Background: an optimization exercise with open tools, aiming at small area. Do not read the settings as production practice. Where RTL was checked, it was by simulation tests only, not by an equivalence proof against the original. Function not checked in runs 2 to 6: the RTL went through the layout flow alone. No activity file was given, so power comes from the tool's default toggle rates.

`flow/design.v`:
```
`timescale 1ns/10ps
module udp_echo_top (
    input  logic        clk,
    input  logic        reset,
    input  logic        miso,
    output logic        sck,
    output logic        mosi,
    output logic        ssel_n,
    input  logic [63:0] tx_data,
    output logic [63:0] rx_data,
    output logic        pkg_timeout
);
    localparam logic [31:0] msg_id = 32'h7469_7277;
    localparam logic [47:0] default_peer = {8'd192, 8'd168, 8'd10, 8'd2, 16'd2390};
    localparam logic [3:0] s_init = 4'd0, s_status = 4'd1, s_idle = 4'd2, s_rsr = 4'd3,
        s_pull = 4'd4, s_rd_lo = 4'd5, s_rd_hi = 4'd6, s_recv = 4'd7, s_dest = 4'd8,
        s_push = 4'd9, s_wr_lo = 4'd10, s_wr_hi = 4'd11, s_send = 4'd12,
        s_rd_lo_g = 4'd13, s_rd_hi_g = 4'd14, s_recv_g = 4'd15;
    localparam logic [32*32-1:0] init_rom = {32'h00030800, 32'h00110C56, 32'h00100C09, 32'h000F0C02, 32'h000E0C0A, 32'h000D0CA8, 32'h000C0CC0, 32'h00010C01, 32'h00050C56, 32'h00040C09, 32'h001F0C10, 32'h001E0C10, 32'h00000C02, 32'h00080400, 32'h000704FF, 32'h000604FF, 32'h000504FF, 32'h00040401, 32'h0003040A, 32'h000204A8, 32'h000104C0, 32'h001204C1, 32'h0011040A, 32'h001004A8, 32'h000F04C0, 32'h000E041C, 32'h000D04E3, 32'h000C04CC, 32'h000B04FA, 32'h000A04AF, 32'h000904AA, 32'h002E04D8};
    logic [3:0] state;
    logic waiting;
    logic done;
    logic [4:0] sub;         
    logic [3:0] poll_cnt;
    logic tx_request;
    logic [15:0] rd_ptr;
    logic [15:3] wr_ptr;
    logic [7:0] bit_cnt;
    logic sample_bit;
    logic match;
    logic [63:0] chain;
    logic [47:0] peer;
    logic peer_def;
    logic [31:0] rx_low;
    logic rx_valid;
    logic active;
    logic is_pull;
    logic is_push;
    logic is_cmd;
    logic last;
    logic issue;
    logic begin_frame;
    logic shift_en;
    logic rx_acc;
    logic commit;
    logic peer_load;
    logic [7:0] read_byte;
    logic size_ok;
    logic [31:0] cmdv;
    logic cmd_bit;
    logic [7:0] peer_byte;
    logic [47:0] peer_cur;
    assign active = !ssel_n;
    assign is_pull = (state == s_pull);
    assign is_push = (state == s_push);
    assign is_cmd = !is_pull && !is_push;
    assign last = is_pull ? (bit_cnt == 8'd152) : is_push ? (bit_cnt == 8'd88) : (bit_cnt == 8'd32);
    assign issue = !waiting && state != s_idle;
    assign begin_frame = waiting && !active && !done;
    assign rx_acc = (state == s_idle) && sub[1];
    assign commit = issue && state == s_rd_lo_g;
    assign read_byte = chain[7:0];
    assign size_ok = (read_byte == 8'd16);
    assign cmd_bit = cmdv[~bit_cnt[4:0]];
    assign mosi = active && !last &&
                  ((is_cmd || bit_cnt < 8'd24) ? cmd_bit : (is_push && chain[63]));
    assign shift_en = active && !last && sck &&
                      !(is_push && bit_cnt < 8'd24) &&
                      !(is_pull && bit_cnt >= 8'd88 && bit_cnt < 8'd120);
    assign peer_load = active && is_pull && bit_cnt == 8'd120 && !sck && match;
    assign peer_cur = peer_def ? default_peer : peer;
    always_comb begin
        case (sub[2:0])
            3'd0: peer_byte = peer_cur[47:40];
            3'd1: peer_byte = peer_cur[39:32];
            3'd2: peer_byte = peer_cur[31:24];
            3'd3: peer_byte = peer_cur[23:16];
            3'd4: peer_byte = peer_cur[15:8];
            default: peer_byte = peer_cur[7:0];
        endcase
    end
    always_comb begin
        case (state)
            s_init: cmdv = init_rom[32 * sub +: 32];
            s_status: cmdv = 32'h0003_0800;
            s_rsr: cmdv = 32'h0027_0800;
            s_pull: cmdv = {rd_ptr, 8'h18, 8'h00};
            s_rd_lo, s_rd_lo_g: cmdv = {16'h0029, 8'h0C, rd_ptr[7:0]};
            s_rd_hi, s_rd_hi_g: cmdv = {16'h0028, 8'h0C, rd_ptr[15:8]};
            s_recv, s_recv_g: cmdv = 32'h0001_0C40;
            s_dest: cmdv = {16'h000C + {13'd0, sub[2:0]}, 8'h0C, peer_byte};
            s_push: cmdv = {wr_ptr, 3'd0, 8'h14, 8'h00};
            s_wr_lo: cmdv = {16'h0025, 8'h0C, wr_ptr[7:3], 3'd0};
            s_wr_hi: cmdv = {16'h0024, 8'h0C, wr_ptr[15:8]};
            default: cmdv = 32'h0001_0C20;
        endcase
    end
    always_ff @(posedge clk) begin
        done <= 1'b0;
        if (reset) begin
            ssel_n <= 1'b1;
            sck <= 1'b0;
            bit_cnt <= '0;
        end else if (begin_frame) begin
            ssel_n <= 1'b0;
            sck <= 1'b0;
            bit_cnt <= '0;
        end else if (active) begin
            if (last) begin
                ssel_n <= 1'b1;
                done <= 1'b1;
            end else if (!sck) begin
                sck <= 1'b1;
                sample_bit <= miso;
            end else begin
                sck <= 1'b0;
                bit_cnt <= bit_cnt + 8'd1;
            end
        end
    end
    always_ff @(posedge clk) begin
        if (issue) begin
            chain <= tx_data;
        end else if (shift_en) begin
            chain <= {chain[62:0], sample_bit};
        end
    end
    always_ff @(posedge clk) begin
        if (issue) begin
            match <= 1'b1;
        end else if (active && sck && is_pull && bit_cnt >= 8'd88 && bit_cnt < 8'd120) begin
            match <= match && (sample_bit == msg_id[5'd23 - bit_cnt[4:0]]);
        end
    end
    always_ff @(posedge clk) begin
        if (reset) begin
            state <= s_init;
            waiting <= 1'b0;
            sub <= '0;
            poll_cnt <= '0;
            rd_ptr <= '0;
            wr_ptr <= '0;
            tx_request <= 1'b0;
        end else if (waiting) begin
            if (done) begin
                waiting <= 1'b0;
                case (state)
                    s_init: begin
                        sub <= sub + 5'd1;
                        if (sub == 5'd31) begin
                            state <= (read_byte == 8'h22) ? s_idle : s_status;
                        end
                    end
                    s_status: begin
                        if (read_byte == 8'h22) state <= s_idle;
                    end
                    s_rsr: begin
                        if (read_byte == 8'd0) begin
                            state <= s_idle;
                        end else if (size_ok) begin
                            state <= s_pull;
                        end else begin
                            rd_ptr <= rd_ptr + {8'd0, read_byte};
                            state <= s_rd_lo;
                        end
                    end
                    s_pull: begin
                        rd_ptr <= rd_ptr + 16'd16;
                        state <= s_rd_lo_g;
                    end
                    s_rd_lo: state <= s_rd_hi;
                    s_rd_hi: state <= s_recv;
                    s_rd_lo_g: state <= s_rd_hi_g;
                    s_rd_hi_g: state <= s_recv_g;
                    s_recv: state <= s_idle;
                    s_recv_g: state <= s_dest;
                    s_dest: begin
                        sub <= sub + 5'd1;
                        if (sub == 5'd5) state <= s_idle;
                    end
                    s_push: begin
                        wr_ptr <= wr_ptr + 13'd1;
                        state <= s_wr_lo;
                    end
                    s_wr_lo: state <= s_wr_hi;
                    s_wr_hi: state <= s_send;
                    default: begin
                        tx_request <= 1'b0;
                        state <= s_idle;
                    end
                endcase
            end
        end else if (state == s_idle) begin
            if (rx_acc) begin
                sub <= '0;
                tx_request <= 1'b1;
            end
            if (tx_request) begin
                state <= s_push;
            end else if (poll_cnt == 4'd10) begin
                poll_cnt <= '0;
                state <= s_rsr;
            end else begin
                poll_cnt <= poll_cnt + 4'd1;
            end
        end else begin
            waiting <= 1'b1;
        end
    end
    always_ff @(posedge clk) begin
        if (reset) begin
            peer_def <= 1'b1;
        end else if (peer_load) begin
            peer_def <= 1'b0;
        end
        if (peer_load) peer <= chain[63:16];
    end
    always_ff @(posedge clk) begin
        if (reset) begin
            rx_valid <= 1'b0;
            rx_low <= '0;
        end else if (commit && match) begin
            rx_valid <= 1'b1;
            rx_low <= chain[31:0];
        end
    end
    assign rx_data = {rx_valid ? msg_id : 32'd0, rx_low};
    localparam logic [22:0] lfsr_at_timeout = 23'h30F84F;
    logic [22:0] lfsr;
    always_ff @(posedge clk) begin
        if (reset || rx_acc) begin
            lfsr <= '0;
            pkg_timeout <= 1'b0;
        end else begin
            lfsr <= {lfsr[21:0], ~(lfsr[22] ^ lfsr[17])};
            if (lfsr == lfsr_at_timeout) pkg_timeout <= 1'b1;
        end
    end
endmodule
```
`flow/flow/run.sh`:
```
#!/bin/bash
# Own layout flow: the standard flow (standard.sh) with an area-oriented ABC
# script, a clock tree without dummy loads, and small port buffers.
set -euo pipefail
WORK=$(pwd)
# A copy of ORFS's scripts whose only change is the ABC mapping script
rm -rf "$WORK/scripts_mod"
cp -r "$FLOW_HOME/scripts" "$WORK/scripts_mod"
cp "$WORK/flow/abc.script" "$WORK/scripts_mod/abc_speed.script"
export SCRIPTS_DIR="$WORK/scripts_mod"
export CTS_ARGS="-sink_clustering_enable -repair_clock_nets -dont_use_dummy_load -buf_list sky130_fd_sc_hd__clkbuf_2 -sink_clustering_size 10"
export BUFFER_PORTS_ARGS="-buffer_cell sky130_fd_sc_hd__buf_1"
bash standard.sh > "$WORK/standard_flow.log" 2>&1
```
`flow/flow/abc.script`:
```
strash
&get -n
&fraig -x
&put
scorr
dc2
strash
&get -n
&dch -f
&nf -R 1000
&put
```
`flow/standard.sh`:
```
#!/bin/bash
# synth_recipe.tcl (not shown) runs the flow's synth.tcl, then flattens the netlist and writes it again
# the make line also repeats each setting of config.mk as NAME=value (left out here)
make -C /OpenROAD-flow-scripts/flow DESIGN_CONFIG=/design/flow/config.mk WORK_HOME=/design/flow/orfs CLKGATE_MAP_FILE= SYNTH_SCRIPT=/design/flow/synth_recipe.tcl "${@:-finish}"
```
`flow/config.mk`:
```
export PLATFORM = sky130hd
export DESIGN_NAME = udp_echo_top
export DESIGN_NICKNAME = udp_echo_top
export VERILOG_FILES = /design/flow/design.v
export SDC_FILE = /design/flow/constraint.sdc
export NUM_CORES = 4
export LEC_CHECK = 0
export CAP_MARGIN = 20
export CORE_MARGIN = 2
export CORE_UTILIZATION = 40
export SLEW_MARGIN = 20
```
`flow/constraint.sdc`:
```
create_clock -name core_clock -period 5.0 [get_ports {clk}]
set_input_delay 1.0000 -clock core_clock [delete_from_list [all_inputs] [get_ports {clk}]]
set_output_delay 1.0000 -clock core_clock [all_outputs]
set_load 0.01 [all_outputs]
```
==> flow_metrics.py, run 1 <==
metrics = {
    "logic_synthesis": {
        "synth_ff_type": "dfxtp_1",
        "synth_area_leaders": "edfxtp_1 (32%), dfxtp_1 (21%), nand2_1 (12%), a21oi_1 (4.9%), ha_1 (3.0%)",
        "synth.most_common_cell": "nand2_1",
        "syn_inst": 1168,
        "ys_async_sr_fraction": 0,
        "synth.avg_cell_area_um2": 9.18,
        "synth_area_um2": 10700,
        "synth.top_cell.area_share": 0.316,
        "yosys_warnings": 1,
        "synth_top_area_cell": "edfxtp_1",
        "synth_enable_flop_cells": 113,
        "yosysSeqAreaShare": 0.529,
        "synthTopCellsByCount": "nand2_1 (330), dfxtp_1 (114), edfxtp_1 (113)",
        "synth_cell_types": 54,
        "synth-seq-cells": 227,
    },
    "clock_network": {
        "numClockSinks": 227,
        "clk_latency_ps": 850,
        "cts_max_path_buffers": 3,
        "htree_levels": 2,
        "cts_root_buf": "clkbuf_2",
        "cts_buffers": 59,
        "cts_tree": "yes",
        "clk_pin_slew_ps": 80,
        "postCtsHoldBufs": 0,
    },
    "power": {
        "finalPower_w": 0.00374,
        "leakage_nw": 4.36,
        "peakVddDrop_mv": 0.174,
        "p_per_area_nw_per_um2": 313,
    },
    "setup_path": {
        "cpMaxStageDelayCell": "or4_4",
        "crit_chain": "buf_4 -> ha_2 -> ha_1 -> or4_4 -> nor2_1 -> nand2_1 -> a21oi_1 -> nor2_1 -> o31ai_2 -> nand4b_1 -> a21oi_2 -> buf_1",
        "crit_family": "simple AND/OR/NAND/NOR gates",
        "r2r_setup_slack_ps": 1450,
        "r2r_cells": 11,
        "crit_start": "sub[0]",
        "crit_end": "mosi",
        "cp.arrival_ps": 3670,
        "cpPeakStageDelay_ps": 570,
        "r2r_start": "state[2]",
        "cp_common_cell": "nor2_1",
        "cp-end-kind": "output port",
        "worstSetupPathType": "reg2out",
        "cp_num_buf_inv": 2,
        "crit_path_start_kind": "flip-flop",
        "critical_path_depth": 12,
        "r2r_end": "chain[63]",
        "crit_path_max_fanout": 9,
        "cp.required_ps": 4000,
    },
    "placement": {
        "dp_hpwl_mm": 21.0,
        "dpl_worst_slack_ps": 802,
        "gp_congestion": 0.973,
        "port_buffers": 120,
    },
    "sta": {
        "finalCritPeriodShare": 0.935,
        "setup_slack_ps": 325,
        "fmax_mhz": 214,
        "slew_violations": 0,
        "setup_tns_ps": 0,
        "layout_min_cycle_time_ps": 4670,
        "final.setup_skew_ps": 101,
        "setup_violations": 0,
        "slew_headroom": 0.392,
        "tightestPinTransition_ps": 913,
        "final_hold_viol_count": 0,
        "rsz0062_at_grt": "no",
    },
    "die": {
        "die_area_um2": 28100,
        "initial_core_util": 0.409,
        "boundaryPins": 135,
        "die_x_um": 168,
        "die_h_um": 168,
        "core_um2": 26200,
        "rows": 59,
    },
    "job": {
        "drv_cap": 0,
    },
    "drt": {
        "drtIter0Drc": 789,
        "viasPerCell": 5.58,
        "postRouteAntennaNets": 0,
        "firstDrtPassIters": 5,
        "num_vias": 9399,
        "drc_errors": 0,
        "wirelength_mm": 30.3,
        "wl_per_cell_um": 18.0,
    },
    "grt": {
        "grt_pass1_wl_mm": 48.8,
        "first_global_vias": 9071,
        "track_usage": 0.217,
        "grt_max_degree": 66,
        "antenna_found_initial": 2,
        "grt_remaining_overflow": 0,
    },
    "layout": {
        "nets": 1445,
        "synthToLayoutAreaGrowth_pct": 11.4,
        "fillCellCount": 2624,
        "drive_gt1_frac": 0.0764,
    },
    "min_path": {
        "min_path_type": "in2reg",
    },
    "outcome": {
        "status": "finished clean",
    },
}
[power breakdown]
group / switching [W] / internal, W
registers: 0.000109 / 0.00214
logic: 0.000345 / 0.000174
clock network: 0.000672 / 0.000306
[cells in the final DEF (no fill, tap or decap), drive strengths merged, types with 3 or more instances in the layout]
cell / count
conb: 14
edfxtp: 113
and3: 18
clkinv: 12
nor4b: 3
a221oi: 12
a211oi: 15
nand4: 13
nor4: 6
mux2i: 4
a311oi: 6
a21oi: 104
a222oi: 3
nand3: 26
clkbuf: 60
o221ai: 5
buf: 140
nand3b: 3
dfxtp: 114
nor3b: 5
nor3: 41
nand2: 330
xnor2: 10
o21ai: 44
ha: 26
xor2: 5
a31oi: 14
o21bai: 7
o211ai: 8
nor2: 77
nand2b: 8
o31ai: 4
o22ai: 3
a22oi: 20
nor2b: 11
or2: 4
and2: 30
a32oi: 3
[through the flow]
step | cell area, um2 | utilization | hold slack, ps | cells
2_1_floorplan | 10800 | - | 422 | 1181
3_3_place_gp | 11600 | 0.443 | 433 | 1625
3_5_place_dp | 11600 | 0.443 | 437 | 1625
4_1_cts | 11900 | 0.455 | 235 | 1684
5_1_grt | 11900 | 0.456 | 270 | 1685
6_report | 11900 | 0.456 | 324 | 1685
[what timing repair did]
action,CTS,global route
endpoints found under the hold margin,0,0
pin swaps,0,1
setup endpoints to repair,1,1
setup buffers,0,0
gates resized for setup,5,14
[per-layer routing]
| metal | global-route usage | wire length, um |
|---|---|---|
| met1 | 0.305 | 13900 |
| met2 | 0.327 | 13100 |
| met3 | 0.0444 | 2350 |
| met4 | 0.0900 | 1060 |
| met5 | 0 | 13 |
[kinds of logic (layout without fill, tap and decap cells)]
kind of cell             after synthesis  count (layout)  share of synthesized area
XOR/XNOR                              15              15                     0.0122
buffers and inverters                 45             213                     0.0269
multiplexers                           4               4                    0.00373
adder cells (fa/ha/maj)               27              27                     0.0322
AND/OR/NAND/NOR                      584             584                      0.241
flip-flops                           227             227                      0.529
AO/OA/AOI/OAI                        265             265                      0.154
other                                  1              15                   0.000350
[state kept, by name (all words and copies together), names as in the netlist, 4 cells and up]
register,count
state,4
bit_cnt,8
chain,64
peer,48
sub,5
poll_cnt,4
lfsr,23
wr_ptr,13
rx_low,32
rd_ptr,16
[how the worst min path moves through the flow]
stage / from / depth (start not counted) / end
after CTS: miso / 1 / sample_bit
after global placement: chain[32] / 0 / peer[16]
after global routing: miso / 1 / sample_bit
final: miso / 1 / sample_bit
after floorplan: lfsr[9] / 1 / lfsr[10]
after detailed placement: chain[42] / 0 / peer[26]
[layout make-up]
cell class / count / area (um2) / share of cell area
Sequential cell: 227 / 5680 / 0.475
Inverter: 13 / 50.0 / 0.00419
Clock buffer: 59 / 295 / 0.0247
Timing Repair Buffer: 141 / 634 / 0.0531
Antenna cell: 1 / 2.50 / 0.000209
Multi-Input combinational cell: 909 / 4870 / 0.407
Tap cell: 335 / 419 / 0.0351
[worst reg2reg max path, stage by stage, from the launching register on]
cell	delay (ps)
dfxtp_1	630
nand2b_1	300
nor2_1	70
buf_4	200
a31oi_1	170
a211oi_1	70
a21oi_1	190
nor2b_1	430
and2_0	430
nand3_1	150
nand2_2	110
buf_12	260
==> run 2, diff against run 1 <==
--- a/flow/design.v
+++ b/flow/design.v
@@ -12,7 +12,7 @@
 );
     localparam logic [31:0] msg_id = 32'h7469_7277;
     localparam logic [47:0] default_peer = {8'd192, 8'd168, 8'd10, 8'd2, 16'd2390};
-    localparam logic [3:0] s_init = 4'd0, s_status = 4'd1, s_idle = 4'd2, s_rsr = 4'd3,
+    localparam logic [3:0] s_init = 4'd0, s_idle = 4'd2, s_rsr = 4'd3,
         s_pull = 4'd4, s_rd_lo = 4'd5, s_rd_hi = 4'd6, s_recv = 4'd7, s_dest = 4'd8,
         s_push = 4'd9, s_wr_lo = 4'd10, s_wr_hi = 4'd11, s_send = 4'd12,
         s_rd_lo_g = 4'd13, s_rd_hi_g = 4'd14, s_recv_g = 4'd15;
@@ -26,7 +26,6 @@
     logic [15:0] rd_ptr;
     logic [15:3] wr_ptr;
     logic [7:0] bit_cnt;
-    logic sample_bit;
     logic match;
     logic [63:0] chain;
     logic [47:0] peer;
@@ -61,37 +60,55 @@
     assign commit = issue && state == s_rd_lo_g;
     assign read_byte = chain[7:0];
     assign size_ok = (read_byte == 8'd16);
-    assign cmd_bit = cmdv[~bit_cnt[4:0]];
+    assign cmd_bit = use_var ? var_byte[~bit_cnt[2:0]] : cmdv[~bit_cnt[4:0]];
     assign mosi = active && !last &&
                   ((is_cmd || bit_cnt < 8'd24) ? cmd_bit : (is_push && chain[63]));
-    assign shift_en = active && !last && sck &&
-                      !(is_push && bit_cnt < 8'd24) &&
-                      !(is_pull && bit_cnt >= 8'd88 && bit_cnt < 8'd120);
+    assign shift_en = active && !last &&
+                      (is_push ? (sck && bit_cnt >= 8'd24) :
+                       (!sck && !(is_pull && bit_cnt >= 8'd88 && bit_cnt < 8'd120)));
     assign peer_load = active && is_pull && bit_cnt == 8'd120 && !sck && match;
-    assign peer_cur = peer_def ? default_peer : peer;
     always_comb begin
         case (sub[2:0])
-            3'd0: peer_byte = peer_cur[47:40];
-            3'd1: peer_byte = peer_cur[39:32];
-            3'd2: peer_byte = peer_cur[31:24];
-            3'd3: peer_byte = peer_cur[23:16];
-            3'd4: peer_byte = peer_cur[15:8];
-            default: peer_byte = peer_cur[7:0];
+            3'd0: peer_byte = peer_def ? default_peer[47:40] : peer[47:40];
+            3'd1: peer_byte = peer_def ? default_peer[39:32] : peer[39:32];
+            3'd2: peer_byte = peer_def ? default_peer[31:24] : peer[31:24];
+            3'd3: peer_byte = peer_def ? default_peer[23:16] : peer[23:16];
+            3'd4: peer_byte = peer_def ? default_peer[15:8] : peer[15:8];
+            default: peer_byte = peer_def ? default_peer[7:0] : peer[7:0];
+        endcase
+    end
+    logic use_var;
+    logic var_hi;
+    logic [7:0] var_byte;
+    logic [7:0] wr_lo_byte;
+    assign wr_lo_byte = {wr_ptr[7:3], 3'd0};
+    assign var_hi = (is_pull || is_push) ? !bit_cnt[3] : (state == s_rd_hi || state == s_rd_hi_g || state == s_wr_hi);
+    always_comb begin
+        case (state)
+            s_pull, s_rd_lo, s_rd_hi, s_rd_lo_g, s_rd_hi_g: var_byte = var_hi ? rd_ptr[15:8] : rd_ptr[7:0];
+            s_push, s_wr_lo, s_wr_hi: var_byte = var_hi ? wr_ptr[15:8] : wr_lo_byte;
+            default: var_byte = peer_byte;
+        endcase
+    end
+    always_comb begin
+        case (state)
+            s_pull, s_push: use_var = !bit_cnt[4];
+            s_rd_lo, s_rd_hi, s_rd_lo_g, s_rd_hi_g, s_wr_lo, s_wr_hi, s_dest: use_var = bit_cnt[4] && bit_cnt[3];
+            default: use_var = 1'b0;
         endcase
     end
     always_comb begin
         case (state)
             s_init: cmdv = init_rom[32 * sub +: 32];
-            s_status: cmdv = 32'h0003_0800;
             s_rsr: cmdv = 32'h0027_0800;
-            s_pull: cmdv = {rd_ptr, 8'h18, 8'h00};
-            s_rd_lo, s_rd_lo_g: cmdv = {16'h0029, 8'h0C, rd_ptr[7:0]};
-            s_rd_hi, s_rd_hi_g: cmdv = {16'h0028, 8'h0C, rd_ptr[15:8]};
+            s_pull: cmdv = 32'h0000_1800;
+            s_rd_lo, s_rd_lo_g: cmdv = 32'h0029_0C00;
+            s_rd_hi, s_rd_hi_g: cmdv = 32'h0028_0C00;
             s_recv, s_recv_g: cmdv = 32'h0001_0C40;
-            s_dest: cmdv = {16'h000C + {13'd0, sub[2:0]}, 8'h0C, peer_byte};
-            s_push: cmdv = {wr_ptr, 3'd0, 8'h14, 8'h00};
-            s_wr_lo: cmdv = {16'h0025, 8'h0C, wr_ptr[7:3], 3'd0};
-            s_wr_hi: cmdv = {16'h0024, 8'h0C, wr_ptr[15:8]};
+            s_dest: cmdv = {16'h000C + {13'd0, sub[2:0]}, 8'h0C, 8'h00};
+            s_push: cmdv = 32'h0000_1400;
+            s_wr_lo: cmdv = 32'h0025_0C00;
+            s_wr_hi: cmdv = 32'h0024_0C00;
             default: cmdv = 32'h0001_0C20;
         endcase
     end
@@ -111,7 +128,6 @@
                 done <= 1'b1;
             end else if (!sck) begin
                 sck <= 1'b1;
-                sample_bit <= miso;
             end else begin
                 sck <= 1'b0;
                 bit_cnt <= bit_cnt + 8'd1;
@@ -122,14 +138,14 @@
         if (issue) begin
             chain <= tx_data;
         end else if (shift_en) begin
-            chain <= {chain[62:0], sample_bit};
+            chain <= {chain[62:0], miso};
         end
     end
     always_ff @(posedge clk) begin
         if (issue) begin
             match <= 1'b1;
-        end else if (active && sck && is_pull && bit_cnt >= 8'd88 && bit_cnt < 8'd120) begin
-            match <= match && (sample_bit == msg_id[5'd23 - bit_cnt[4:0]]);
+        end else if (active && !sck && is_pull && bit_cnt >= 8'd88 && bit_cnt < 8'd120) begin
+            match <= match && (miso == msg_id[5'd23 - bit_cnt[4:0]]);
         end
     end
     always_ff @(posedge clk) begin
@@ -146,13 +162,8 @@
                 waiting <= 1'b0;
                 case (state)
                     s_init: begin
-                        sub <= sub + 5'd1;
-                        if (sub == 5'd31) begin
-                            state <= (read_byte == 8'h22) ? s_idle : s_status;
-                        end
-                    end
-                    s_status: begin
-                        if (read_byte == 8'h22) state <= s_idle;
+                        if (sub != 5'd31 || read_byte == 8'h22) sub <= sub + 5'd1;
+                        if (sub == 5'd31 && read_byte == 8'h22) state <= s_idle;
                     end
                     s_rsr: begin
                         if (read_byte == 8'd0) begin
--- a/flow/flow/run.sh
+++ b/flow/flow/run.sh
@@ -8,6 +8,6 @@
 cp -r "$FLOW_HOME/scripts" "$WORK/scripts_mod"
 cp "$WORK/flow/abc.script" "$WORK/scripts_mod/abc_speed.script"
 export SCRIPTS_DIR="$WORK/scripts_mod"
-export CTS_ARGS="-sink_clustering_enable -repair_clock_nets -dont_use_dummy_load -buf_list sky130_fd_sc_hd__clkbuf_2 -sink_clustering_size 10"
+export CTS_ARGS="-sink_clustering_enable -repair_clock_nets -dont_use_dummy_load -buf_list sky130_fd_sc_hd__clkbuf_8 -sink_clustering_size 12 -sink_clustering_max_diameter 60"
 export BUFFER_PORTS_ARGS="-buffer_cell sky130_fd_sc_hd__buf_1"
 bash standard.sh > "$WORK/standard_flow.log" 2>&1
==> flow_metrics.py, run 2 <==
metrics = {
    "outcome": {
        "status": "finished clean",
    },
    "die": {
        "initial_core_util": 0.407,
        "die_area_um2": 27800,
        "rows": 59,
        "die_x_um": 167,
        "boundaryPins": 135,
        "die_h_um": 167,
        "core_um2": 26100,
    },
    "sta": {
        "setup_violations": 0,
        "slew_headroom": 0.362,
        "tightestPinTransition_ps": 949,
        "rsz0062_at_grt": "no",
        "finalCritPeriodShare": 0.958,
        "layout_min_cycle_time_ps": 4790,
        "final_hold_viol_count": 0,
        "slew_violations": 0,
        "setup_tns_ps": 0,
        "holdWs_ps": 442,
        "final.setup_skew_ps": 76.4,
        "fmax_mhz": 209,
    },
    "logic_synthesis": {
        "ys_async_sr_fraction": 0,
        "synth_enable_flop_cells": 112,
        "syn_inst": 1161,
        "yosys_warnings": 1,
        "synth_simple_gate_area_frac": 0.241,
        "yosysSeqAreaShare": 0.533,
        "synth_area_leaders": "edfxtp_1 (32%), dfxtp_1 (22%), nand2_1 (11%), a21oi_1 (4.3%), nor2_1 (3.3%)",
        "synth.most_common_cell": "nand2_1",
        "synth_xor_area_frac": 0.0116,
        "synth_area_um2": 10600,
        "synth-seq-cells": 226,
        "synth_top_area_cell": "edfxtp_1",
        "synth_cell_types": 58,
        "synth.avg_cell_area_um2": 9.13,
        "synth_compound_area_frac": 0.151,
        "synthTopCellsByCount": "nand2_1 (305), dfxtp_1 (114), edfxtp_1 (112)",
        "synth_ff_type": "dfxtp_1",
        "synth_top_family_by_area": "simple AND/OR/NAND/NOR gates",
        "synth.top_cell.area_share": 0.317,
        "synthAdderAreaFrac": 0.0302,
        "synthMuxAreaShare": 0.00283,
    },
    "drt": {
        "num_vias": 8914,
        "drtIter0Drc": 721,
        "wl_per_cell_um": 17.2,
        "drc_errors": 0,
        "firstDrtPassIters": 6,
        "postRouteAntennaNets": 0,
        "wirelength_mm": 28.3,
        "viasPerCell": 5.43,
    },
    "clock_network": {
        "clk_pin_slew_ps": 80,
        "cts_max_path_buffers": 3,
        "htree_levels": 1,
        "numClockSinks": 226,
        "cts_tree": "yes",
        "cts_setup_buffers": 0,
        "cts_buffers": 24,
        "clk_latency_ps": 570,
        "cts_root_buf": "clkbuf_8",
    },
    "min_path": {
        "min_path_type": "reg2reg",
    },
    "setup_path": {
        "cp-end-kind": "output port",
        "worstSetupPathType": "reg2out",
        "crit_chain": "nor2_1 -> and2_0 -> nor2_1 -> o21ai_0 -> buf_4 -> o21ai_0 -> o22ai_1 -> o21ai_0 -> o21ai_0 -> a211oi_1 -> o21ai_0 -> a31o_1 -> o21ai_0 -> a211oi_1 -> buf_1",
        "crit_path_start_kind": "flip-flop",
        "cp.required_ps": 4000,
        "crit_path_max_fanout": 14,
        "cpMaxStageDelayCell": "dfxtp_1",
        "cp_common_cell": "o21ai_0",
        "cp.arrival_ps": 3790,
        "cpPeakStageDelay_ps": 510,
    },
    "grt": {
        "first_global_vias": 8282,
        "antenna_found_initial": 0,
        "grt_pass1_wl_mm": 45.1,
        "track_usage": 0.198,
        "grt_remaining_overflow": 0,
        "grt_max_degree": 82,
    },
    "layout": {
        "nets": 1402,
        "drive_gt1_frac": 0.0505,
        "fin_util": 0.455,
        "synthToLayoutAreaGrowth_pct": 11.9,
        "final_cells": 1643,
        "top_register": "chain",
        "final_common_cell": "nand2_1",
        "diodes": 0,
        "mostFrequentLayoutCells": "nand2_1 (303), buf_1 (119), edfxtp_1 (112)",
        "reg_top3": "chain x64, peer x48, rx_low x32",
        "largest_reg_flops": 64,
    },
    "power": {
        "internal_power_w": 0.00271,
        "switching_share": 0.271,
        "p_clk_frac": 0.277,
        "power_frac_seq": 0.609,
        "p_per_area_nw_per_um2": 313,
        "leakage_nw": 4.36,
        "p_comb_frac": 0.114,
        "finalPower_w": 0.00371,
        "p_sw_w": 0.00101,
        "peakVddDrop_mv": 0.238,
    },
    "placement": {
        "port_buffers": 120,
        "placedCellCount": 1619,
        "gp_congestion": 0.899,
        "dp_hpwl_mm": 19.8,
    },
    "job": {
        "drv_cap": 0,
    },
}
run 2: cell count changes in the layout (fill, tap and decap cells not counted), sizes merged, moves of 14 or more:
| cell | change |
|---|---|
| a21oi | -14 |
| a22oi | -14 |
| clkbuf | -36 |
| nand2 | -25 |
| nor2 | +15 |
| o21ai | +24 |
run 2: worst max-delay path, delay by kind of cell (launching register included):
family                 cells  cell delay (ps)
buffers and inverters      2              370
and+or+nand+nor            3              710
DFF                        1              510
AOI/OAI and AO/OA         10             1680
run 2: cell families after synthesis:
group                      count (synthesis)
and+or+nand+nor                          578
AOI/OAI and AO/OA                        263
DFF                                      226
buffers and inverters                     51
adders and majority gates                 25
xor gates and xnor gates                  14
muxes                                      3
other                                      1
run 2: layer usage:
metal	share of wire	global-route usage	vias up
met5	0	0	-
met4	0.026	0.0547	0
met3	0.053	0.0295	45
met2	0.46	0.316	290
met1	0.46	0.282	4172
li1	-	-	4407
run 2: area by class of cell:
class	instances	area, um2
clock buffers	24	330
fillers	2641	14200
inverters	19	78.8
multi-input cells	897	4750
flip-flops and latches	226	5650
well taps	335	419
repair buffers	142	629
run 2: path summary, 6_finish.rpt:
kind,start,to,cells past startpoint,slack [ps]
setup / recovery,state[1],mosi,15,210
hold / removal,chain[34],peer[18],0,440
setup reg to reg,waiting,rd_ptr[15],10,1720
hold reg to reg,chain[34],peer[18],0,440
run 2: power by group through the flow:
stage               logic, W  clock network [W]  registers [W]
global route        0.000486            0.00113        0.00228
global placement    0.000420                  0        0.00230
CTS                 0.000430            0.00107        0.00226
detailed placement  0.000427                  0        0.00231
floorplan           0.000282                  0        0.00226
finish              0.000425            0.00103        0.00226
run 2: timing repair:
item                                    in CTS  in global routing
endpoints found under the setup margin       1                  1
hold buffers                                 0                  0
resized for setup                            3                 12
run 2: metrics by stage:
stage | area (um2) | setup WS, ps
after floorplan | 10700 | 154
after global placement | 11500 | 448
after detailed placement | 11500 | 365
after CTS | 11800 | 62.5
after global routing | 11900 | 12.5
final | 11900 | 209
==> run 3, diff against run 2 <==
==> flow/flow/abc.script (replaced) <==
strash
&get -n
&fraig -x
&put
scorr
dc2
strash
&get -n
&deepsyn -T 60
&dch -f
&nf -R 1000
&put
==> flow_metrics.py, run 3 <==
metrics = {
    "outcome": {
        "status": "finished clean",
    },
    "grt": {
        "track_usage": 0.199,
        "grt_remaining_overflow": 0,
        "antenna_found_initial": 0,
        "first_global_vias": 7484,
        "grt_pass1_wl_mm": 42.3,
        "grt_max_degree": 65,
    },
    "power": {
        "peakVddDrop_mv": 0.197,
        "power_frac_seq": 0.636,
        "switching_share": 0.224,
        "internal_power_w": 0.00254,
        "p_sw_w": 0.000732,
        "leakage_nw": 4.01,
        "p_per_area_nw_per_um2": 286,
        "p_comb_frac": 0.048,
        "p_clk_frac": 0.316,
    },
    "setup_path": {
        "cpPeakStageDelay_ps": 400,
        "crit_path_start_kind": "flip-flop",
        "r2r_end": "chain[57]",
        "cp.arrival_ps": 3620,
        "crit_chain": "ha_1 -> ha_1 -> nor4_1 -> buf_4 -> a222oi_1 -> a211oi_1 -> a211oi_1 -> a31oi_1 -> nand4_1 -> o311ai_1 -> o221ai_1 -> a21boi_1 -> buf_1",
        "cp-end-kind": "output port",
        "crit_path_max_fanout": 11,
        "r2r_cells": 11,
        "r2r_start": "state[3]",
        "crit_family": "compound AO/OA/AOI/OAI gates",
        "worstSetupPathType": "reg2out",
        "r2r_setup_slack_ps": 1100,
        "cp_num_buf_inv": 2,
        "cp.required_ps": 4000,
        "cpMaxStageDelayCell": "dfxtp_2",
    },
    "layout": {
        "reg_top3": "chain x64, peer x48, rx_low x32",
        "synthToLayoutAreaGrowth_pct": 12.2,
        "largest_reg_flops": 64,
        "final_common_cell": "buf_1",
        "diodes": 0,
        "mostFrequentLayoutCells": "buf_1 (120), dfxtp_1 (113), edfxtp_1 (112)",
        "drive_gt1_frac": 0.0521,
        "fillCellCount": 2463,
        "fin_area_um2": 11500,
        "nets": 1150,
        "top_register": "chain",
    },
    "logic_synthesis": {
        "synth_enable_flop_cells": 112,
        "yosysSeqAreaShare": 0.553,
        "synth_area_leaders": "edfxtp_1 (33%), dfxtp_1 (22%), mux2_1 (6.9%), a22o_1 (3.2%), a21oi_1 (2.9%)",
        "synth_ff_type": "dfxtp_1",
        "syn_inst": 910,
        "ys_async_sr_fraction": 0,
        "synth.avg_cell_area_um2": 11.2,
        "synth.most_common_cell": "dfxtp_1",
        "yosys_warnings": 1,
        "synth_area_um2": 10200,
        "synth_cell_types": 57,
        "synthTopCellsByCount": "dfxtp_1 (114), edfxtp_1 (112), nand2_1 (69)",
        "synth_top_area_cell": "edfxtp_1",
        "synth-seq-cells": 226,
        "synth.top_cell.area_share": 0.329,
    },
    "sta": {
        "tightestPinTransition_ps": 973,
        "setup_violations": 0,
        "final.setup_skew_ps": 72.4,
        "setup_slack_ps": 381,
        "layout_min_cycle_time_ps": 4620,
        "slew_violations": 0,
        "slew_headroom": 0.345,
        "fmax_mhz": 216,
        "final_hold_viol_count": 0,
        "rsz0062_at_grt": "no",
        "setup_tns_ps": 0,
        "finalCritPeriodShare": 0.924,
    },
    "drt": {
        "num_vias": 7803,
        "wirelength_mm": 26.9,
        "drc_errors": 0,
        "dr_wl_met2_mm": 12.4,
        "viasPerCell": 5.63,
        "postRouteAntennaNets": 0,
        "wl_met3_mm": 1.54,
        "drtIter0Drc": 685,
        "wl_per_cell_um": 19.4,
        "highest_layer": "met4",
        "firstDrtPassIters": 6,
        "drt-met1-wl_mm": 12.2,
    },
    "die": {
        "die_area_um2": 26800,
        "die_x_um": 164,
        "initial_core_util": 0.407,
        "boundaryPins": 135,
        "core_um2": 25100,
        "die_h_um": 164,
        "rows": 58,
    },
    "placement": {
        "port_buffers": 120,
        "dpl_worst_slack_ps": 506,
        "gp_congestion": 0.965,
        "dp_hpwl_mm": 19.3,
        "placed_area_um2": 11100,
    },
    "job": {
        "drv_cap": 0,
    },
    "clock_network": {
        "cts_root_buf": "clkbuf_8",
        "clk_pin_slew_ps": 80,
        "postCtsHoldBufs": 0,
        "clk_latency_ps": 570,
        "cts_tree": "yes",
        "cts_max_path_buffers": 3,
        "cts_buffers": 25,
        "numClockSinks": 226,
        "htree_levels": 1,
    },
    "min_path": {
        "holdPathStages": 0,
        "hold_path_end": "peer[39]",
        "hp-start": "chain[55]",
        "min_path_type": "reg2reg",
    },
}
## run 3: worst max-delay path by stage
| stage | cells after the start | to | from |
|---|---|---|---|
| 4_1_cts | 14 | mosi | sub[0] |
| 6_report | 13 | mosi | sub[0] |
| 3_5_place_dp | 14 | mosi | sub[0] |
| 3_3_place_gp | 14 | mosi | sub[0] |
| 2_1_floorplan | 6 | chain[0] | state[2] |
| 5_1_grt | 14 | mosi | sub[0] |
## run 3: per-stage QoR
step                      utilization  cells  hold WS, ps  power (W)
final                           0.457   1386          430    0.00327
after global routing            0.457   1386          453    0.00341
after CTS                       0.456   1386          434    0.00333
after detailed placement        0.442   1361          429    0.00229
after global placement          0.442   1361          426    0.00228
after floorplan                     -    923          419    0.00221
## run 3: cell type report
cell class,count,area (um2),share of cell area
inverter,17,63.8,0.00557
sequential,226,5650,0.493
multi-input combinational,648,4370,0.381
clock buffer,25,344,0.0300
tap,330,413,0.0360
timing repair buffer,140,626,0.0546
## run 3: kinds of logic (layout without fill, tap and decap cells)
family,after synthesis,in the layout,share of synthesized area
multiplexers,64,64,0.0704
AND/OR/NAND/NOR,284,284,0.140
buffers and inverters,49,182,0.0298
XOR/XNOR,9,9,0.00772
adder cells (fa/ha/maj),25,25,0.0314
flip-flops,226,226,0.553
other,1,14,0.000367
AO/OA/AOI/OAI,252,252,0.168
## run 3: routing by layer
layer,up-vias,track usage
met4,0,0.0630
met1,3735,0.280
met5,-,0
li1,3748,-
met3,52,0.0313
met2,268,0.316
## run 3: timing repair
item | CTS | global route
buffers inserted | 0 | 0
setup endpoints to repair | 1 | 1
gates resized for setup | 1 | 5
## run 3: power groups by stage
| stage | Clock, W | Sequential, W | Combinational [W] |
|---|---|---|---|
| 4_1_cts | 0.00108 | 0.00208 | 0.000162 |
| 3_5_place_dp | 0 | 0.00213 | 0.000161 |
| 5_1_grt | 0.00114 | 0.00209 | 0.000178 |
| 2_1_floorplan | 0 | 0.00210 | 0.000107 |
| 3_3_place_gp | 0 | 0.00212 | 0.000159 |
| 6_report | 0.00103 | 0.00208 | 0.000158 |
==> run 4, diff against run 3 <==
--- a/flow/config.mk
+++ b/flow/config.mk
@@ -5,7 +5,7 @@
 export SDC_FILE = /design/flow/constraint.sdc
 export NUM_CORES = 4
 export LEC_CHECK = 0
-export CAP_MARGIN = 20
+export CAP_MARGIN = 0
 export CORE_MARGIN = 2
 export CORE_UTILIZATION = 40
-export SLEW_MARGIN = 20
+export SLEW_MARGIN = 0
==> flow_metrics.py, run 4 <==
metrics = {
    "setup_path": {
        "worstSetupPathType": "reg2out",
        "crit_path_max_fanout": 11,
        "r2r_cells": 11,
        "cp_num_buf_inv": 2,
        "cpMaxStageDelayCell": "dfxtp_2",
        "r2r_setup_slack_ps": 1100,
        "cp.required_ps": 4000,
        "r2r_end": "chain[57]",
        "cp.arrival_ps": 3620,
        "crit_chain": "ha_1 -> ha_1 -> nor4_1 -> buf_4 -> a222oi_1 -> a211oi_1 -> a211oi_1 -> a31oi_1 -> nand4_1 -> o311ai_1 -> o221ai_1 -> a21boi_1 -> buf_1",
        "crit_path_start_kind": "flip-flop",
        "cpPeakStageDelay_ps": 400,
        "crit_family": "compound AO/OA/AOI/OAI gates",
        "cp-end-kind": "output port",
        "crit_start": "sub[0]",
        "r2r_start": "state[3]",
    },
    "min_path": {
        "min_path_type": "reg2reg",
        "holdPathStages": 0,
        "hold_path_end": "peer[39]",
        "hp-start": "chain[55]",
    },
    "logic_synthesis": {
        "synth_enable_flop_cells": 112,
        "syn_inst": 910,
        "ys_async_sr_fraction": 0,
        "synth.most_common_cell": "dfxtp_1",
        "synth_area_leaders": "edfxtp_1 (33%), dfxtp_1 (22%), mux2_1 (6.9%), a22o_1 (3.2%), a21oi_1 (2.9%)",
        "yosysSeqAreaShare": 0.553,
        "synth_ff_type": "dfxtp_1",
        "synth_area_um2": 10200,
        "synth_cell_types": 57,
        "synthTopCellsByCount": "dfxtp_1 (114), edfxtp_1 (112), nand2_1 (69)",
        "synth_top_area_cell": "edfxtp_1",
        "yosys_warnings": 1,
        "synth.top_cell.area_share": 0.329,
        "synth.avg_cell_area_um2": 11.2,
        "synth-seq-cells": 226,
    },
    "sta": {
        "setup_violations": 0,
        "layout_min_cycle_time_ps": 4620,
        "slew_headroom": 0.345,
        "final_hold_viol_count": 0,
        "holdWs_ps": 430,
        "fmax_mhz": 216,
        "slew_violations": 0,
        "final.setup_skew_ps": 72.4,
        "tightestPinTransition_ps": 973,
        "setup_tns_ps": 0,
        "finalCritPeriodShare": 0.924,
        "rsz0062_at_grt": "no",
    },
    "die": {
        "die_area_um2": 26800,
        "core_um2": 25100,
        "die_h_um": 164,
        "initial_core_util": 0.407,
        "boundaryPins": 135,
        "die_x_um": 164,
        "rows": 58,
    },
    "layout": {
        "drive_gt1_frac": 0.0521,
        "final_common_cell": "buf_1",
        "top_register": "chain",
        "mostFrequentLayoutCells": "buf_1 (120), dfxtp_1 (113), edfxtp_1 (112)",
        "fin_util": 0.457,
        "largest_reg_flops": 64,
        "nets": 1150,
        "reg_top3": "chain x64, peer x48, rx_low x32",
        "synthToLayoutAreaGrowth_pct": 12.2,
        "fin_area_um2": 11500,
        "diodes": 0,
    },
    "outcome": {
        "status": "finished clean",
    },
    "power": {
        "peakVddDrop_mv": 0.197,
        "leakage_nw": 4.01,
        "p_per_area_nw_per_um2": 286,
    },
    "placement": {
        "gp_congestion": 0.965,
        "port_buffers": 120,
        "placed_area_um2": 11100,
        "dp_hpwl_mm": 19.3,
    },
    "grt": {
        "grt_pass1_wl_mm": 42.3,
        "antenna_found_initial": 0,
        "grt_max_degree": 65,
        "grt_remaining_overflow": 0,
        "first_global_vias": 7484,
        "track_usage": 0.199,
    },
    "clock_network": {
        "numClockSinks": 226,
        "postCtsHoldBufs": 0,
        "cts_max_path_buffers": 3,
        "cts_root_buf": "clkbuf_8",
        "htree_levels": 1,
        "cts_tree": "yes",
        "clk_latency_ps": 570,
        "cts_setup_buffers": 0,
        "clk_pin_slew_ps": 80,
        "cts_buffers": 25,
    },
    "drt": {
        "drtIter0Drc": 685,
        "viasPerCell": 5.63,
        "num_vias": 7803,
        "firstDrtPassIters": 6,
        "wl_per_cell_um": 19.4,
        "drc_errors": 0,
        "postRouteAntennaNets": 0,
        "wirelength_mm": 26.9,
    },
    "job": {
        "drv_cap": 0,
    },
}
run 4: cell counts after synthesis:
Identical to the previous run, type by type.
run 4: worst register-to-register path, cell delays in order, from the launching register on:
cell	delay, ps
dfxtp_1	570
nor2_1	230
or4_1	550
nor2_1	150
a22oi_1	90
nor4b_1	590
a21oi_1	130
nor2b_1	210
and2_0	310
a21oi_1	310
o31ai_4	130
buf_12	200
run 4: metal layers:
layer / vias up / share of wire / GRT usage
li1: 3748 / - / -
met1: 3735 / 0.45 / 0.280
met2: 268 / 0.46 / 0.316
met3: 52 / 0.057 / 0.0313
met4: 0 / 0.029 / 0.0630
met5: - / 0 / 0
run 4: cell type report:
class	count	area, um2
Inverter	17	63.8
Tap cell	330	413
Multi-Input combinational cell	648	4370
Sequential cell	226	5650
Clock buffer	25	344
Timing Repair Buffer	140	626
Fill cell	2463	13600
run 4: kinds of logic (layout without fill, tap and decap cells):
family / after synthesis / after routing / synth area share
other cells: 1 / 14 / 0.000367
xor+xnor: 9 / 9 / 0.00772
flops: 226 / 226 / 0.553
fa+ha+maj: 25 / 25 / 0.0314
buf+inv: 49 / 182 / 0.0298
compound gates: 252 / 252 / 0.168
simple gates: 284 / 284 / 0.140
mux: 64 / 64 / 0.0704
run 4: worst max path at each step:
stage               end  slack (ps)  cells past startpoint
3_3_place_gp       mosi         590                     14
3_5_place_dp       mosi         510                     14
4_1_cts            mosi          60                     14
2_1_floorplan  chain[0]         220                      6
5_1_grt            mosi          40                     14
6_report           mosi         380                     13
run 4: what timing repair did:
action,CTS,global route
gates resized for setup,1,5
pin swaps,0,0
endpoints found under the setup margin,1,1
run 4: through the flow:
| stage | instances | setup WS (ps) | power, W |
|---|---|---|---|
| finish | 1386 | 381 | 0.00327 |
| global route | 1386 | 41.2 | 0.00341 |
| detailed placement | 1361 | 506 | 0.00229 |
| global placement | 1361 | 589 | 0.00228 |
| CTS | 1386 | 59.4 | 0.00333 |
| floorplan | 923 | 222 | 0.00221 |
run 4: report_power, final:
| part | switching (W) | internal [W] | leakage [nW] |
|---|---|---|---|
| combinational | 0.0000915 | 0.0000667 | 1.84 |
| sequential | 0.0000489 | 0.00203 | 1.99 |
| clock | 0.000592 | 0.000442 | 0.180 |
| total | 0.000732 | 0.00254 | 4.01 |
==> run 5, diff against run 4 <==
--- a/flow/flow/run.sh
+++ b/flow/flow/run.sh
@@ -8,6 +8,6 @@
 cp -r "$FLOW_HOME/scripts" "$WORK/scripts_mod"
 cp "$WORK/flow/abc.script" "$WORK/scripts_mod/abc_speed.script"
 export SCRIPTS_DIR="$WORK/scripts_mod"
-export CTS_ARGS="-sink_clustering_enable -repair_clock_nets -dont_use_dummy_load -buf_list sky130_fd_sc_hd__clkbuf_8 -sink_clustering_size 12 -sink_clustering_max_diameter 60"
+export CTS_ARGS="-sink_clustering_enable -repair_clock_nets -dont_use_dummy_load -buf_list sky130_fd_sc_hd__clkbuf_2 -sink_clustering_size 10"
 export BUFFER_PORTS_ARGS="-buffer_cell sky130_fd_sc_hd__buf_1"
 bash standard.sh > "$WORK/standard_flow.log" 2>&1
--- a/flow/config.mk
+++ b/flow/config.mk
@@ -5,7 +5,7 @@
 export SDC_FILE = /design/flow/constraint.sdc
 export NUM_CORES = 4
 export LEC_CHECK = 0
-export CAP_MARGIN = 0
+export CAP_MARGIN = 20
 export CORE_MARGIN = 2
 export CORE_UTILIZATION = 40
-export SLEW_MARGIN = 0
+export SLEW_MARGIN = 20
==> flow_metrics.py, run 5 <==
metrics = {
    "logic_synthesis": {
        "synth_top_area_cell": "edfxtp_1",
        "synth_area_leaders": "edfxtp_1 (33%), dfxtp_1 (22%), mux2_1 (6.9%), a22o_1 (3.2%), a21oi_1 (2.9%)",
        "synth.most_common_cell": "dfxtp_1",
        "synth_cell_types": 57,
        "syn_inst": 910,
        "synth-seq-cells": 226,
        "synth_area_um2": 10200,
        "ys_async_sr_fraction": 0,
        "synth_ff_type": "dfxtp_1",
        "synthTopCellsByCount": "dfxtp_1 (114), edfxtp_1 (112), nand2_1 (69)",
        "synth.avg_cell_area_um2": 11.2,
        "synth.top_cell.area_share": 0.329,
        "synth_enable_flop_cells": 112,
        "yosysSeqAreaShare": 0.553,
        "yosys_warnings": 1,
    },
    "grt": {
        "track_usage": 0.202,
        "grt_remaining_overflow": 0,
        "grt_max_degree": 65,
        "antenna_found_initial": 1,
        "grt_pass1_wl_mm": 42.8,
        "first_global_vias": 7736,
    },
    "power": {
        "internal_power_w": 0.00240,
        "switching_share": 0.250,
        "p_per_area_nw_per_um2": 281,
        "p_clk_frac": 0.302,
        "power_frac_seq": 0.649,
        "leakage_nw": 4.08,
        "p_comb_frac": 0.050,
        "peakVddDrop_mv": 0.184,
        "p_sw_w": 0.000803,
    },
    "job": {
        "drv_cap": 0,
    },
    "setup_path": {
        "worstSetupPathType": "reg2out",
        "r2r_start": "state[3]",
        "crit_path_max_fanout": 9,
        "r2r_setup_slack_ps": 1100,
        "crit_path_start_kind": "flip-flop",
        "r2r_cells": 11,
        "cp-end-kind": "output port",
        "r2r_end": "chain[58]",
        "cp.required_ps": 4000,
        "cp.arrival_ps": 3730,
    },
    "min_path": {
        "min_path_type": "in2reg",
        "holdPathStages": 2,
        "hold_path_end": "chain[29]",
        "hp-start": "tx_data[29]",
    },
    "clock_network": {
        "clk_pin_slew_ps": 100,
        "cts_buffers": 59,
        "cts_root_buf": "clkbuf_2",
        "numClockSinks": 226,
        "htree_levels": 2,
        "cts_tree": "yes",
        "clk_latency_ps": 850,
        "cts_setup_buffers": 0,
        "cts_max_path_buffers": 3,
    },
    "layout": {
        "reg_top3": "chain x64, peer x48, rx_low x32",
        "drive_gt1_frac": 0.0862,
        "largest_reg_flops": 64,
        "seqCellArea_um2": 5650,
        "mostFrequentLayoutCells": "buf_1 (120), dfxtp_1 (113), edfxtp_1 (112)",
        "top_register": "chain",
        "fillCellCount": 2478,
        "synthToLayoutAreaGrowth_pct": 11.9,
        "final_common_cell": "buf_1",
        "multi_input_area_um2": 4380,
        "nets": 1184,
    },
    "sta": {
        "rsz0062_at_grt": "no",
        "fmax_mhz": 212,
        "final_hold_viol_count": 0,
        "setup_tns_ps": 0,
        "finalCritPeriodShare": 0.945,
        "layout_min_cycle_time_ps": 4730,
        "final.setup_skew_ps": 107,
        "tightestPinTransition_ps": 970,
        "slew_violations": 0,
        "setup_violations": 0,
        "slew_headroom": 0.346,
        "holdWs_ps": 430,
    },
    "die": {
        "core_um2": 25100,
        "die_area_um2": 26800,
        "rows": 58,
        "initial_core_util": 0.407,
        "die_h_um": 164,
        "boundaryPins": 135,
        "die_x_um": 164,
    },
    "drt": {
        "drtIter0Drc": 685,
        "postRouteAntennaNets": 0,
        "wirelength_mm": 27.3,
        "viasPerCell": 5.63,
        "wl_per_cell_um": 19.2,
        "drc_errors": 0,
        "firstDrtPassIters": 8,
        "num_vias": 8003,
    },
    "placement": {
        "gp_congestion": 0.965,
        "port_buffers": 120,
        "dp_hpwl_mm": 19.3,
    },
    "outcome": {
        "status": "finished clean",
    },
}
==> run 5: cell counts after synthesis <==
Identical to the previous run, type by type.
==> run 5: power by group through the flow <==
stage | clock (W) | sequential, W | combinational [W]
detailed placement | 0 | 0.00213 | 0.000161
floorplan | 0 | 0.00210 | 0.000107
finish | 0.000968 | 0.00208 | 0.000159
CTS | 0.00102 | 0.00208 | 0.000162
global placement | 0 | 0.00212 | 0.000159
global route | 0.00109 | 0.00209 | 0.000178
==> run 5: cell type report <==
cell class / count / share of cell area
repair buffers: 140 / 0.0547
flip-flops and latches: 226 / 0.494
clock buffers: 59 / 0.0258
multi-input cells: 648 / 0.383
well taps: 330 / 0.0361
diodes: 1 / 0.000219
inverters: 17 / 0.00591
==> run 5: cell families (layout without fill, tap and decap cells) <==
group	after synthesis	in the layout	share of synthesized area
XOR/XNOR	9	9	0.00772
multiplexers	64	64	0.0704
other	1	15	0.000367
AO/OA/AOI/OAI	252	252	0.168
adder cells (fa/ha/maj)	25	25	0.0314
buffers and inverters	49	216	0.0298
flip-flops	226	226	0.553
AND/OR/NAND/NOR	284	284	0.140
==> run 5: through the flow <==
step | worst slack (ps) | util | area, um2 | instances | total power (W)
6_report | 273 | 0.455 | 11400 | 1421 | 0.00321
5_1_grt | 5.31 | 0.455 | 11400 | 1421 | 0.00336
4_1_cts | 16.1 | 0.455 | 11400 | 1420 | 0.00326
3_5_place_dp | 506 | 0.442 | 11100 | 1361 | 0.00229
3_3_place_gp | 589 | 0.442 | 11100 | 1361 | 0.00228
2_1_floorplan | 222 | - | 10300 | 923 | 0.00221
==> run 5: what timing repair did <==
item / 4_1_cts / 5_1_grt
endpoints found under the setup margin: 1 / 1
pin swaps: 1 / 1
resized for setup: 5 / 9
hold buffers: 0 / 0
==> run 5: critical path, stage by stage (launching register included) <==
cell and delay, ps:
dfxtp_1 410, buf_4 210, nor2b_1 140, and2_2 250, nor2b_1 470, a221oi_1 190, o21ai_0 140, a211oi_1 70
a31oi_1 180, nand4_1 120, o311ai_1 220, o221ai_1 190, a21boi_1 210, buf_1 170
==> run 5: worst max path at each step <==
stage	startpoint	end	slack (ps)	depth (start not counted)
floorplan	state[2]	chain[0]	220	6
global route	state[2]	mosi	5	13
detailed placement	sub[0]	mosi	510	14
CTS	sub[1]	mosi	20	15
global placement	sub[0]	mosi	590	14
finish	state[2]	mosi	270	13
==> run 5: layer usage <==
metal  GRT usage  up-vias  part of all wire
li1            -     3828                 -
met1       0.279     3822              0.45
met2       0.317      295              0.46
met3      0.0404       58             0.060
met4      0.0710        0             0.026
met5           0        -                 0
==> run 6, diff against run 5 <==
--- a/flow/flow/run.sh
+++ b/flow/flow/run.sh
@@ -8,6 +8,6 @@
 cp -r "$FLOW_HOME/scripts" "$WORK/scripts_mod"
 cp "$WORK/flow/abc.script" "$WORK/scripts_mod/abc_speed.script"
 export SCRIPTS_DIR="$WORK/scripts_mod"
-export CTS_ARGS="-sink_clustering_enable -repair_clock_nets -dont_use_dummy_load -buf_list sky130_fd_sc_hd__clkbuf_2 -sink_clustering_size 10"
+export CTS_ARGS="-sink_clustering_enable -repair_clock_nets -dont_use_dummy_load -buf_list sky130_fd_sc_hd__clkbuf_8 -sink_clustering_size 16 -sink_clustering_max_diameter 80"
 export BUFFER_PORTS_ARGS="-buffer_cell sky130_fd_sc_hd__buf_1"
 bash standard.sh > "$WORK/standard_flow.log" 2>&1
==> flow_metrics.py, run 6 <==
metrics = {
    "power": {
        "p_comb_frac": 0.050,
        "leakage_nw": 3.96,
        "p_sw_w": 0.000719,
        "p_per_area_nw_per_um2": 278,
        "p_clk_frac": 0.291,
        "peakVddDrop_mv": 0.195,
        "power_frac_seq": 0.659,
        "internal_power_w": 0.00244,
        "switching_share": 0.227,
    },
    "placement": {
        "placed_area_um2": 11100,
        "dp_hpwl_mm": 19.3,
        "placedCellCount": 1361,
        "gp_congestion": 0.965,
        "port_buffers": 120,
        "dpl_worst_slack_ps": 506,
    },
    "setup_path": {
        "cpPeakStageDelay_ps": 580,
        "r2r_end": "chain[57]",
        "r2r_start": "state[3]",
        "cpMaxStageDelayCell": "nor2b_1",
        "crit_path_start_kind": "flip-flop",
        "r2r_cells": 11,
        "crit_path_max_fanout": 11,
        "cp_common_cell": "nand4_1",
        "crit_chain": "clkinv_1 -> ha_1 -> nor2b_1 -> a222oi_1 -> a211oi_1 -> a221oi_1 -> nand4_1 -> nand4_1 -> o311ai_1 -> o221ai_1 -> a21boi_1 -> buf_1",
        "cp.required_ps": 4000,
        "r2r_setup_slack_ps": 1000,
        "worstSetupPathType": "reg2out",
        "cp-end-kind": "output port",
        "cp.arrival_ps": 3710,
    },
    "layout": {
        "largest_reg_flops": 64,
        "seqCellArea_um2": 5650,
        "reg_top3": "chain x64, peer x48, rx_low x32",
        "synthToLayoutAreaGrowth_pct": 11.4,
        "multi_input_area_um2": 4370,
        "final_common_cell": "buf_1",
        "mostFrequentLayoutCells": "buf_1 (120), dfxtp_1 (113), edfxtp_1 (112)",
        "diodes": 0,
        "nets": 1144,
        "drive_gt1_frac": 0.0457,
        "top_register": "chain",
        "final_cells": 1380,
        "fin_util": 0.453,
        "fin_area_um2": 11400,
        "fillCellCount": 2474,
    },
    "grt": {
        "use_met2": 0.319,
        "track_usage": 0.198,
        "antenna_found_initial": 0,
        "grt_max_degree": 65,
        "grt_remaining_overflow": 0,
        "grt_use_met3": 0.0321,
        "grt.busiest_layer": "met2",
        "first_global_vias": 7365,
        "use_met1": 0.278,
        "grt_pass1_wl_mm": 41.9,
    },
    "drt": {
        "num_vias": 7802,
        "drc_errors": 0,
        "firstDrtPassIters": 7,
        "viasPerCell": 5.65,
        "drtIter0Drc": 681,
        "wirelength_mm": 26.9,
        "postRouteAntennaNets": 0,
        "wl_per_cell_um": 19.5,
    },
    "die": {
        "die_h_um": 164,
        "boundaryPins": 135,
        "rows": 58,
        "die_x_um": 164,
        "die_area_um2": 26800,
        "initial_core_util": 0.407,
        "core_um2": 25100,
    },
    "logic_synthesis": {
        "synthTopCellsByCount": "dfxtp_1 (114), edfxtp_1 (112), nand2_1 (69)",
        "synth_area_leaders": "edfxtp_1 (33%), dfxtp_1 (22%), mux2_1 (6.9%), a22o_1 (3.2%), a21oi_1 (2.9%)",
        "yosysSeqAreaShare": 0.553,
        "yosys_warnings": 1,
        "synth.avg_cell_area_um2": 11.2,
        "syn_inst": 910,
        "synth.most_common_cell": "dfxtp_1",
        "synth_cell_types": 57,
        "synth-seq-cells": 226,
        "synth_top_area_cell": "edfxtp_1",
        "synth.top_cell.area_share": 0.329,
        "ys_async_sr_fraction": 0,
        "synth_enable_flop_cells": 112,
        "synth_ff_type": "dfxtp_1",
        "synth_area_um2": 10200,
    },
    "clock_network": {
        "cts_root_buf": "clkbuf_8",
        "cts_tree": "yes",
        "clk_latency_ps": 540,
        "cts_max_path_buffers": 3,
        "cts_buffers": 19,
        "numClockSinks": 226,
        "htree_levels": 1,
        "postCtsHoldBufs": 0,
        "clk_pin_slew_ps": 100,
    },
    "min_path": {
        "holdPathStages": 0,
        "hold_path_end": "peer[41]",
        "hp-start": "chain[57]",
        "min_path_type": "reg2reg",
    },
    "sta": {
        "setup_violations": 0,
        "layout_min_cycle_time_ps": 4710,
        "slew_headroom": 0.339,
        "slew_violations": 0,
        "finalCritPeriodShare": 0.942,
        "setup_slack_ps": 291,
        "fmax_mhz": 212,
        "tightestPinTransition_ps": 980,
        "final_hold_viol_count": 0,
        "final.setup_skew_ps": 47.4,
    },
    "job": {
        "drv_cap": 0,
    },
    "outcome": {
        "status": "finished clean",
    },
}
==> run 6: power groups by stage <==
stage / logic, W / registers, W / clock network, W
CTS: 0.000162 / 0.00208 / 0.000962
global placement: 0.000159 / 0.00212 / 0
finish: 0.000159 / 0.00208 / 0.000920
detailed placement: 0.000161 / 0.00213 / 0
global route: 0.000178 / 0.00209 / 0.00101
floorplan: 0.000107 / 0.00210 / 0
==> run 6: worst max-delay path by stage <==
stage	from	end	slack, ps	depth (start not counted)
after detailed placement	sub[0]	mosi	510	14
after CTS	sub[0]	mosi	90	14
after global placement	sub[0]	mosi	590	14
after floorplan	state[2]	chain[0]	220	6
final	sub[0]	mosi	290	12
after global routing	sub[0]	mosi	-0.1	12
==> run 6: metrics by stage <==
stage	total power (W)	setup TNS [ps]	hold WS [ps]
after global placement	0.00228	0	426
after global routing	0.00328	-0.101	406
after detailed placement	0.00229	0	429
final	0.00316	0	392
after CTS	0.00321	0	397
after floorplan	0.00221	0	419
==> run 6: final cells by class <==
| cell class | count | area share |
|---|---|---|
| Clock buffer | 19 | 0.0230 |
| Inverter | 17 | 0.00561 |
| Multi-Input combinational cell | 648 | 0.384 |
| Sequential cell | 226 | 0.496 |
| Tap cell | 330 | 0.0363 |
| Timing Repair Buffer | 140 | 0.0550 |
==> run 6: cell families after synthesis <==
| kind of cell | count (synthesis) | synth area share |
|---|---|---|
| AOI/OAI and AO/OA | 252 | 0.168 |
| DFF | 226 | 0.553 |
| and+or+nand+nor | 284 | 0.140 |
| other | 1 | 0.000367 |
| xor gates and xnor gates | 9 | 0.00772 |
| adders and majority gates | 25 | 0.0314 |
| buffers and inverters | 49 | 0.0298 |
| muxes | 64 | 0.0704 |
==> run 6: what timing repair did <==
action / 4_1_cts / 5_1_grt
buffers inserted: 0 / 0
setup endpoints to repair: 1 / 1
hold endpoints to repair: 0 / 0
resized for setup: 1 / 4
==> run 6: layer usage <==
metal / up-vias / share of wire / wire length [um]
li1: 3728 / - / -
met1: 3760 / 0.46 / 12300
met2: 263 / 0.46 / 12500
met3: 51 / 0.056 / 1520
met4: 0 / 0.024 / 642
met5: - / 0 / 0
==> run 6: critical path, delay by kind of cell (launching register included) <==
kind,cells,cell delay [ps]
AO/OA/AOI/OAI,6,1330
adder cells (fa/ha/maj),1,310
buffers and inverters,2,310
flip-flops,1,410
AND/OR/NAND/NOR,3,810

## static timing again, ports no longer ideal
No port has a modelled driver above. Below, the same layouts with a new extraction and two added sets of constraints.
Step 1 assumes that a clkbuf_16 drives the clock port and a buf_2 every other input.
Step 2 times the ports against the registers' clock, not the clock port: input delays grow and output delays shrink by t, the midpoint of the rising clock arrivals with the driver on.
Three values: no drivers, after step 1, after step 2; two values: the first two.
| run | t (ns) | setup WS [ns] | worst data-port slew with drivers (ns) |
|---|---|---|---|
| run 1 | 0.855 | 0.325 / 0.284 / 1.138 | 0.05 |
| run 2 | 0.580 | 0.209 / 0.163 / 0.742 | 0.07 |
| run 3 | 0.577 | 0.381 / 0.334 / 0.911 | 0.06 |
| run 4 | 0.577 | 0.381 / 0.334 / 0.911 | 0.06 |
| run 5 | 0.831 | 0.273 / 0.231 / 1.062 | 0.05 |
| run 6 | 0.562 | 0.291 / 0.243 / 0.805 | 0.05 |
After both steps every run listed still meets setup and hold.
